Context: an optimization exercise on an open-source flow, tuned for small area and a short achievable clock period. The choices shown serve that exercise and are no tape-out recipe. At most, simulation tests tie the RTL to the original design; equivalence was not proved.

Design mecanum_wheel_mixer_top, start of the top module:
module mecanum_wheel_mixer_top (
  input  logic                    clk_i,
  input  logic                    rst_ni,
  input  logic                    start,
  output logic                    busy,
  input  logic signed [CMD_W-1:0] strafe_cmd_i,
  input  logic signed [CMD_W-1:0] forward_cmd_i,
  input  logic signed [CMD_W-1:0] rotate_cmd_i,
  output logic                    done_o,
  output logic signed [OUT_W-1:0] front_left_power_o,
  output logic signed [OUT_W-1:0] front_right_power_o,
  output logic signed [OUT_W-1:0] back_left_power_o,
  output logic signed [OUT_W-1:0] back_right_power_o,
  input  logic                    psel,
  input  logic                    penable,
  input  logic                    pwrite,
  input  logic [APB_AW-1:0]       paddr,
  input  logic [APB_DW-1:0]       pwdata,
  output logic [APB_DW-1:0]       prdata,
  output logic                    pready
);
  localparam int             NSTEP = QW / 2;
  localparam logic [NSTEP-2:0] CUT  = 3'b111;
  localparam int             CUTN  = 1;
  localparam logic [NSTEP-1:0] FAST = 4'b0111;
  localparam int             NV    = 5 + CUTN + int'(CUT[0]) + int'(CUT[1]) + int'(CUT[2]);
  logic            busy_q;
  logic [MP_W-1:0] min_power;
  logic [NV-1:0]   v_q;
  always_ff @(posedge clk_i or negedge rst_ni) begin
    if (!rst_ni) begin
      busy_q <= 1'b1;
      v_q    <= '0;
    end else begin
      busy_q <= 1'b0;
      v_q    <= {v_q[NV-2:0], start && !busy_q};
    end
  end
  assign busy   = busy_q;
  assign done_o = v_q[NV-1];
  mwm_apb u_apb (
    .clk_i       (clk_i),
    .rst_ni      (rst_ni),
    .psel        (psel),
    .penable     (penable),
    .pwrite      (pwrite),
    .paddr       (paddr),
    .pwdata      (pwdata),
    .prdata      (prdata),
    .pready      (pready),
    .min_power_o (min_power)
  );
  ...
For scale: ~5100 cells after synthesis, ~650 flip-flops, roughly 140 I/O pins, about 0.045 mm^2 of cells after synthesis.
clock: 8.5 ns
lec_check: 0
cap_margin: 20
core_margin: 2
core_utilization: 60
place_density: 0.75
setup_slack_margin: 4.6
slew_margin: 20
run.sh (not shown) runs the stock make flow with config.mk's settings and CLKGATE_MAP_FILE= SYNTH_SCRIPT=/design/flow/synth_recipe.tcl, a recipe that flattens the netlist after the stock synthesis.
Next try:
--- a/flow/design.v
+++ b/flow/design.v
@@ -73,14 +73,13 @@
   input  logic                        clk_i,
   input  logic signed [CMD_W-1:0]     strafe_i,
   input  logic signed [CMD_W-1:0]     forward_i,
   input  logic signed [CMD_W-1:0]     rotate_i,
   output logic [DL-1:0][MAG_W-1:0]    mag_o,    
   output logic [LANES-1:0]            neg_o,    
-  output logic [MAG_W-1:0]            dvs_o,    
-  output logic [QW-1:0]               qtop_o,   
+  output logic [MAG_W-1:0]            top_o,    
   output logic                        tp1_o,    
   output logic                        tfirst_o  
 );
   logic [CMD_W-1:0]        ax, az;
   logic signed [CMD_W-1:0] y_q;
   logic signed [MAG_W-1:0] s_q, d_q;
@@ -111,14 +110,13 @@
     p[LANE_FL] = y + s;
     p[LANE_FR] = y - s;
     p[LANE_BL] = y - d;
     p[LANE_BR] = y + d;
     ay  = y_q[CMD_W-1] ? CMD_W'(-y_q) : CMD_W'(y_q);
     top = MAG_W'(ay) + e_q;
-    dvs_o  = (top > MAG_W'(OUT_LIMIT)) ? top : MAG_W'(OUT_LIMIT);
-    qtop_o = (top > MAG_W'(OUT_LIMIT)) ? QW'(OUT_LIMIT) : QW'(top);
+    top_o = top;
     f1 = (y_q == '0) || (s_q == '0) || (y_q[CMD_W-1] == s_q[MAG_W-1]);
     f2 = (y_q == '0) || (d_q == '0) || (y_q[CMD_W-1] == d_q[MAG_W-1]);
     tp1_o    = tp1_q;
     tfirst_o = tp1_q ? f1 : f2;
   end
   for (genvar l = 0; l < LANES; l++) begin : g_lane
@@ -273,66 +271,69 @@
     .prdata      (prdata),
     .pready      (pready),
     .min_power_o (min_power)
   );
   logic [DL-1:0][MAG_W-1:0] mag, mag_q;
   logic [LANES-1:0]         neg, neg_q;
-  logic [MAG_W-1:0]         dvs, dvs_q;
-  logic [QW-1:0]            qtop, qtop_q;
+  logic [MAG_W-1:0]         top, top_q;
   logic                     tp1, tp1_q, tfirst, tfirst_q;
   mwm_mix u_mix (
     .clk_i    (clk_i),
     .strafe_i (strafe_cmd_i),
     .forward_i(forward_cmd_i),
     .rotate_i (rotate_cmd_i),
     .mag_o    (mag),
     .neg_o    (neg),
-    .dvs_o    (dvs),
-    .qtop_o   (qtop),
+    .top_o    (top),
     .tp1_o    (tp1),
     .tfirst_o (tfirst)
   );
   always_ff @(posedge clk_i) begin
     mag_q    <= mag;
     neg_q    <= neg;
-    dvs_q    <= dvs;
-    qtop_q   <= qtop;
+    top_q    <= top;
     tp1_q    <= tp1;
     tfirst_q <= tfirst;
   end
-  localparam int SB_W = LANES + QW + 2;
+  localparam int SB_W = LANES + 2;
   logic [NSTEP-1:0][DL-1:0][DW-1:0] w;
   logic [NSTEP-1:0][MAG_W-1:0]      dv;
   logic [NSTEP-1:0][D3_W-1:0]       dv3;
   logic [NSTEP-1:0][SB_W-1:0]       sb;
   logic [NSTEP-1:0][DL-1:0][DW-1:0] w_d;
   logic [DL-1:0][DW-1:0] w0;
   logic [D3_W-1:0]       d3;
+  logic [NSTEP-1:0][MAG_W-1:0] dve;
+  logic [MAG_W-1:0]            dve0;
+  assign dve0 = {top_q[MAG_W-1:QW], top_q[QW-1:0] | {QW{!(|top_q[MAG_W-1:QW])}}};
+  for (genvar k = 0; k < NSTEP; k++) begin : g_dve
+    assign dve[k] = {dv[k][MAG_W-1:QW], dv[k][QW-1:0] | {QW{!(|dv[k][MAG_W-1:QW])}}};
+  end
   always_comb begin
     for (int l = 0; l < DL; l++) begin
       w0[l] = (DW'(mag_q[l]) << 8) - DW'(mag_q[l]);
     end
-    d3 = (D3_W'(dvs_q) << 1) + D3_W'(dvs_q);
+    d3 = (D3_W'(dve0) << 1) + D3_W'(dve0);
   end
   if (CUTN != 0) begin : g_cutn
     always_ff @(posedge clk_i) begin
       w[0]   <= w0;
-      dv[0]  <= dvs_q;
+      dv[0]  <= top_q;
       dv3[0] <= d3;
-      sb[0]  <= {neg_q, qtop_q, tp1_q, tfirst_q};
+      sb[0]  <= {neg_q, tp1_q, tfirst_q};
     end
   end else begin : g_nocutn
     assign w[0]   = w0;
-    assign dv[0]  = dvs_q;
+    assign dv[0]  = top_q;
     assign dv3[0] = d3;
-    assign sb[0]  = {neg_q, qtop_q, tp1_q, tfirst_q};
+    assign sb[0]  = {neg_q, tp1_q, tfirst_q};
   end
   for (genvar k = 0; k < NSTEP - 1; k++) begin : g_step
     mwm_div #(.FAST(FAST[k])) u_div (
       .w_i    (w[k]),
-      .dvs_i  (dv[k]),
+      .dvs_i  (dve[k]),
       .dvs3_i (dv3[k]),
       .w_o    (w_d[k])
     );
     if (CUT[k]) begin : g_reg
       always_ff @(posedge clk_i) begin
         w[k+1]   <= w_d[k];
@@ -346,26 +347,27 @@
       assign dv3[k+1] = dv3[k];
       assign sb[k+1]  = sb[k];
     end
   end
   mwm_div #(.FAST(FAST[NSTEP-1])) u_div_last (
     .w_i    (w[NSTEP-1]),
-    .dvs_i  (dv[NSTEP-1]),
+    .dvs_i  (dve[NSTEP-1]),
     .dvs3_i (dv3[NSTEP-1]),
     .w_o    (w_d[NSTEP-1])
   );
   logic [DL-1:0][QW-1:0]    qd;
   logic [LANES-1:0][QW-1:0] q_d, q;
   logic [LANES-1:0]         qn_d, qneg;
   logic [QW-1:0]            qt;
   logic                     qp1, qfirst;
   always_comb begin
     for (int l = 0; l < DL; l++) begin
       qd[l] = w_d[NSTEP-1][l][QW-1:0];
     end
-    {qn_d, qt, qp1, qfirst} = sb[NSTEP-1];
+    {qn_d, qp1, qfirst} = sb[NSTEP-1];
+    qt = dv[NSTEP-1][QW-1:0] | {QW{|dv[NSTEP-1][MAG_W-1:QW]}};
     if (qp1) begin
       q_d[LANE_FL] = qfirst ? qt : qd[0];
       q_d[LANE_FR] = qfirst ? qd[0] : qt;
       q_d[LANE_BL] = qd[1];
       q_d[LANE_BR] = qd[2];
     end else begin
=>
- worst setup slack hardly moves
- count of clock-buffer cells in the layout fell by 1
- cell count barely changes
- clock skew decreases by 9.2 ps
- design area is lower by 0.35%
- maximum frequency hardly moves
- first-iteration DRC count drops by 5.3%
- non-clock buffer count climbs by 18
No functional check of the RTL was part of any run of this note.

---

mecanum_wheel_mixer_top, a different RTL version from the one above (not shown whole).
For scale: roughly 4,300 cells after synthesis, roughly 140 I/O pins, about 39,000 µm² of cells after synthesis.
clock: 8.5 ns
lec_check: 0
cap_margin: 20
core_margin: 2
core_utilization: 60
cts_cluster_diameter: 80
cts_cluster_size: 35
place_density: 0.75
setup_slack_margin: 4.75
slew_margin: 20
Then changed:
--- a/flow/design.v
+++ b/flow/design.v
@@ -254,58 +254,42 @@
 endmodule
 `default_nettype wire
 `timescale 1ns / 1ps
 `default_nettype none
 import mwm_pkg::*;
 module mwm_dband (
   input  logic [QW-1:0]   a_i,
   input  logic [MP_W-1:0] span_i,    
   input  logic [MP_W+1:0] span3_i,   
   output logic [15:0]     n_o
 );
-  function automatic logic [15:0] add16(input logic [15:0] a, input logic [15:0] b);
-    logic [15:0] g, p, gn, pn;
-    g = a & b;
-    p = a ^ b;
-    for (int l = 1; l < 16; l = l * 2) begin
-      gn = g;
-      pn = p;
-      for (int i = l; i < 16; i++) begin
-        gn[i] = g[i] | (p[i] & g[i-l]);
-        pn[i] = p[i] & p[i-l];
-      end
-      g = gn;
-      p = pn;
-    end
-    add16 = (a ^ b) ^ {g[14:0], 1'b0};
-  endfunction
   logic [3:0][MP_W+1:0] pp;
   logic [15:0]          r0, r1, r2, s1, c1, s2, c2;
   always_comb begin
     for (int k = 0; k < 4; k++) begin
       case (a_i[2*k +: 2])
         2'd0:    pp[k] = '0;
         2'd1:    pp[k] = (MP_W+2)'(span_i);
         2'd2:    pp[k] = (MP_W+2)'({span_i, 1'b0});
         default: pp[k] = span3_i;
       endcase
     end
     r0  = 16'(pp[0]);
     r1  = 16'(pp[1]) << 2;
     r2  = 16'(pp[2]) << 4;
     s1  = r0 ^ r1 ^ r2;
     c1  = ((r0 & r1) | (r0 & r2) | (r1 & r2)) << 1;
     r2  = 16'(pp[3]) << 6;
     s2  = s1 ^ c1 ^ r2;
     c2  = ((s1 & c1) | (s1 & r2) | (c1 & r2)) << 1;
-    n_o = add16(s2, c2);
+    n_o = s2 + c2;
   end
 endmodule
 `default_nettype wire
 `timescale 1ns / 1ps
 `default_nettype none
 import mwm_pkg::*;
 module mecanum_wheel_mixer_top (
   input  logic                    clk_i,
   input  logic                    rst_ni,
   input  logic                    start,
   output logic                    busy,
@@ -426,35 +410,34 @@
     .tp1_i  (ctp1),
     .wsum_i (cwsum),
     .vsum_i (cvsum),
     .geae_i (cgeae),
     .geab_i (cgeab),
     .q_o    (q_d)
   );
   always_ff @(posedge clk_i) begin
     q    <= q_d;
     qneg <= cneg;
   end
-  logic [MP_W-1:0] span, span_q;
+  logic [MP_W-1:0] span;
   logic [MP_W+1:0] span3_q;
   assign span = ~min_power;
   always_ff @(posedge clk_i) begin
-    span_q  <= span;
     span3_q <= (MP_W+2)'({span, 1'b0}) + (MP_W+2)'(span);
   end
   logic [LANES-1:0][15:0] n_d, n_q;
   logic [LANES-1:0]       nneg_q, nnz_q;
   for (genvar l = 0; l < LANES; l++) begin : g_db
     mwm_dband u_db (
       .a_i     (q[l]),
-      .span_i  (span_q),
+      .span_i  (span),
       .span3_i (span3_q),
       .n_o     (n_d[l])
     );
   end
   always_ff @(posedge clk_i) begin
     n_q    <= n_d;
     nneg_q <= qneg;
     for (int l = 0; l < LANES; l++) begin
       nnz_q[l] <= (q[l] != '0);
     end
   end
After rerunning: The changed run completed with no timing, DRC or antenna violations. Global-route usage is higher by 1.0 points. Hold slack stays flat. Synthesized area is lower slightly. Routed wire length is higher by a few percent. Final area is lower slightly.
For the second run of this note, only the layout was checked, not whether the RTL still works.

---

Another version of the RTL of mecanum_wheel_mixer_top (not shown whole).
For scale: roughly 140 I/O pins, roughly 43000 um^2 of cells after synthesis.
## mecanum_wheel_mixer_top
module mecanum_wheel_mixer_top (
  input  logic                    clk_i,
  input  logic                    rst_ni,
  input  logic                    start,
  output logic                    busy,
  input  logic signed [CMD_W-1:0] strafe_cmd_i,
  input  logic signed [CMD_W-1:0] forward_cmd_i,
  input  logic signed [CMD_W-1:0] rotate_cmd_i,
  output logic                    done_o,
  output logic signed [OUT_W-1:0] front_left_power_o,
  output logic signed [OUT_W-1:0] front_right_power_o,
  output logic signed [OUT_W-1:0] back_left_power_o,
  output logic signed [OUT_W-1:0] back_right_power_o,
  input  logic                    psel,
  input  logic                    penable,
  input  logic                    pwrite,
  input  logic [APB_AW-1:0]       paddr,
  input  logic [APB_DW-1:0]       pwdata,
  output logic [APB_DW-1:0]       prdata,
  output logic                    pready
);
clock: 8.5 ns
lec_check: 0
cap_margin: 20
core_margin: 2
core_utilization: 60
cts_cluster_diameter: 60
cts_cluster_size: 25
place_density: 0.75
setup_slack_margin: 4.75
slew_margin: 20
Next try:
--- a/flow/design.v
+++ b/flow/design.v
@@ -74,61 +74,62 @@
   input  logic signed [CMD_W-1:0]     strafe_i,
   input  logic signed [CMD_W-1:0]     forward_i,
   input  logic signed [CMD_W-1:0]     rotate_i,
   output logic [DL-1:0][MAG_W-1:0]    mag_o,    
   output logic [LANES-1:0]            neg_o,    
   output logic [MAG_W-1:0]            top_o,    
   output logic                        tp1_o,    
   output logic                        tfirst_o  
 );
-  logic [CMD_W-1:0]        ax, az;
+  logic signed [MAG_W-1:0] xs, zs, s, d;
+  logic                    tp1;
   logic signed [CMD_W-1:0] y_q;
-  logic signed [MAG_W-1:0] s_q, d_q;
-  logic [MAG_W-1:0]        e_q;
+  logic signed [MAG_W-1:0] v_q, w_q;
   logic                    tp1_q;
   always_comb begin
-    ax = strafe_i[CMD_W-1] ? CMD_W'(-strafe_i) : CMD_W'(strafe_i);
-    az = rotate_i[CMD_W-1] ? CMD_W'(-rotate_i) : CMD_W'(rotate_i);
+    xs  = MAG_W'(strafe_i);
+    zs  = MAG_W'(rotate_i);
+    s   = xs + zs;
+    d   = xs - zs;
+    tp1 = (strafe_i == '0) || (rotate_i == '0) ||
+          (strafe_i[CMD_W-1] == rotate_i[CMD_W-1]);
   end
   always_ff @(posedge clk_i) begin
     y_q   <= forward_i;
-    s_q   <= MAG_W'(strafe_i) + MAG_W'(rotate_i);
-    d_q   <= MAG_W'(strafe_i) - MAG_W'(rotate_i);
-    e_q   <= MAG_W'(ax) + MAG_W'(az);
-    tp1_q <= (strafe_i == '0) || (rotate_i == '0) ||
-             (strafe_i[CMD_W-1] == rotate_i[CMD_W-1]);
+    v_q   <= tp1 ? d : s;
+    w_q   <= tp1 ? s : d;
+    tp1_q <= tp1;
   end
-  logic signed [MAG_W-1:0] v, w;
   logic signed [PWR_W-1:0] y, pa, pb;
+  logic [MAG_W-1:0]        e;
   logic [CMD_W-1:0]        ay;
   logic [PWR_W-1:0]        df;
   logic                    ge, sy, sw, negp, negm, na, nb;
   always_comb begin
-    v  = tp1_q ? d_q : s_q;
-    w  = tp1_q ? s_q : d_q;
     y  = PWR_W'(y_q);
-    pa = y + PWR_W'(v);
-    pb = y - PWR_W'(v);
+    pa = y + PWR_W'(v_q);
+    pb = y - PWR_W'(v_q);
     na = pa[PWR_W-1];
     nb = pb[PWR_W-1];
     ay = y_q[CMD_W-1] ? CMD_W'(-y_q) : CMD_W'(y_q);
-    top_o = MAG_W'(ay) + e_q;
-    df = PWR_W'(ay) - PWR_W'(e_q);
+    e  = w_q[MAG_W-1] ? MAG_W'(-w_q) : MAG_W'(w_q);    
+    top_o = MAG_W'(ay) + e;
+    df = PWR_W'(ay) - PWR_W'(e);
     ge = !df[PWR_W-1];              
     sy = y_q[CMD_W-1];
-    sw = w[MAG_W-1];
+    sw = w_q[MAG_W-1];
     negp = ge ? sy : sw;            
     negm = ge ? sy : !sw;           
     mag_o[0] = ge ? MAG_W'(df) : MAG_W'(-df);
     mag_o[1] = na ? MAG_W'(-pa) : MAG_W'(pa);
     mag_o[2] = nb ? MAG_W'(-pb) : MAG_W'(pb);
     tp1_o    = tp1_q;
-    tfirst_o = (y_q == '0) || (w == '0) || (sy == sw);
+    tfirst_o = (y_q == '0) || (w_q == '0) || (sy == sw);
     if (tp1_q) begin
       neg_o[LANE_FL] = negp;
       neg_o[LANE_FR] = negm;
       neg_o[LANE_BR] = na;
       neg_o[LANE_BL] = nb;
     end else begin
       neg_o[LANE_BR] = negp;
       neg_o[LANE_BL] = negm;
       neg_o[LANE_FL] = na;
@@ -397,34 +398,33 @@
     n_q    <= n_d;
     nneg_q <= qneg;
     for (int l = 0; l < LANES; l++) begin
       nnz_q[l] <= (q[l] != '0);
     end
   end
   logic [MP_W-1:0]             mm_pos, mm_neg;
   logic [LANES-1:0][QW-1:0]    hi;
   logic [LANES-1:0][8:0]       u;
-  logic [LANES-1:0][QW-1:0]    t0, t1;
+  logic [LANES-1:0][QW-1:0]    t;
   logic [LANES-1:0][OUT_W-1:0] pwr_d, pwr;
   assign mm_pos = min_power;
   assign mm_neg = (min_power == 8'hff) ? 8'hfe : min_power;
   always_comb begin
     for (int l = 0; l < LANES; l++) begin
       hi[l] = n_q[l][15:8];
       u[l]  = 9'(hi[l]) + 9'(n_q[l][7:0]) + 9'(!nneg_q[l]);
-      t0[l] = (nneg_q[l] ? mm_neg : mm_pos) + hi[l];
-      t1[l] = (nneg_q[l] ? mm_neg : mm_pos) + hi[l] + 8'd1;
+      t[l] = (nneg_q[l] ? mm_neg : mm_pos) + hi[l] + QW'(u[l][8]);
       if (!nnz_q[l]) begin
         pwr_d[l] = '0;
       end else if (nneg_q[l]) begin
-        pwr_d[l] = {1'b1, ~(u[l][8] ? t1[l] : t0[l])};
+        pwr_d[l] = {1'b1, ~t[l]};
       end else begin
-        pwr_d[l] = {1'b0, u[l][8] ? t1[l] : t0[l]};
+        pwr_d[l] = {1'b0, t[l]};
       end
     end
   end
   always_ff @(posedge clk_i) begin
     pwr <= pwr_d;
   end
   assign front_left_power_o  = pwr[LANE_FL];
   assign front_right_power_o = pwr[LANE_FR];
   assign back_left_power_o   = pwr[LANE_BL];
The changed run went through all stages and came out clean; cell area goes down by a few percent; non-clock buffer count goes down by 11; via count goes down by a few percent; count of clock-buffer cells in the layout goes up by 1; fmax goes down by a few percent.

## separate check: timing with driven ports
The flow's constraints put no driver on any port. The routed layouts listed below were extracted and timed again, unchanged, in two steps. Step 1, drivers: a clkbuf_16 drives clk_i and a buf_2 each remaining input, both assumed. Step 2 moves the port delays by t, midway between the first and last clock arrival at a register: inputs arrive t later, outputs are due t later. That takes back most of the time a late clock gives input paths. Three values: ideal ports, drivers, drivers and shift; two values: the first two.
run	t (ns)	slack for setup (ns)	latest minus earliest clock arrival (ns)	slew at the worst register clock pin (ns)	cell pins on the clock port's net
the first run of note 1	0.677	4.629 / 4.608 / 4.107	0.033 / 0.033	0.07 / 0.07	1
the second run of note 1	0.685	4.630 / 4.608 / 4.174	0.024 / 0.024	0.07 / 0.07	1
the first run of note 2	0.704	4.699 / 4.693 / 4.304	0.047 / 0.047	0.12 / 0.12	1
the second run of note 2	0.692	4.491 / 4.491 / 4.219	0.034 / 0.033	0.12 / 0.12	1
the first run of note 3	0.673	4.771 / 4.737 / 4.298	0.042 / 0.042	0.09 / 0.09	1
the second run of note 3	0.670	4.674 / 4.674 / 4.267	0.031 / 0.030	0.09 / 0.09	1
After both steps setup and hold are still met in every run listed. The setup slack of the first run of note 1, which loses most, moves by -0.021 ns with the drivers and by -0.522 ns with both steps.
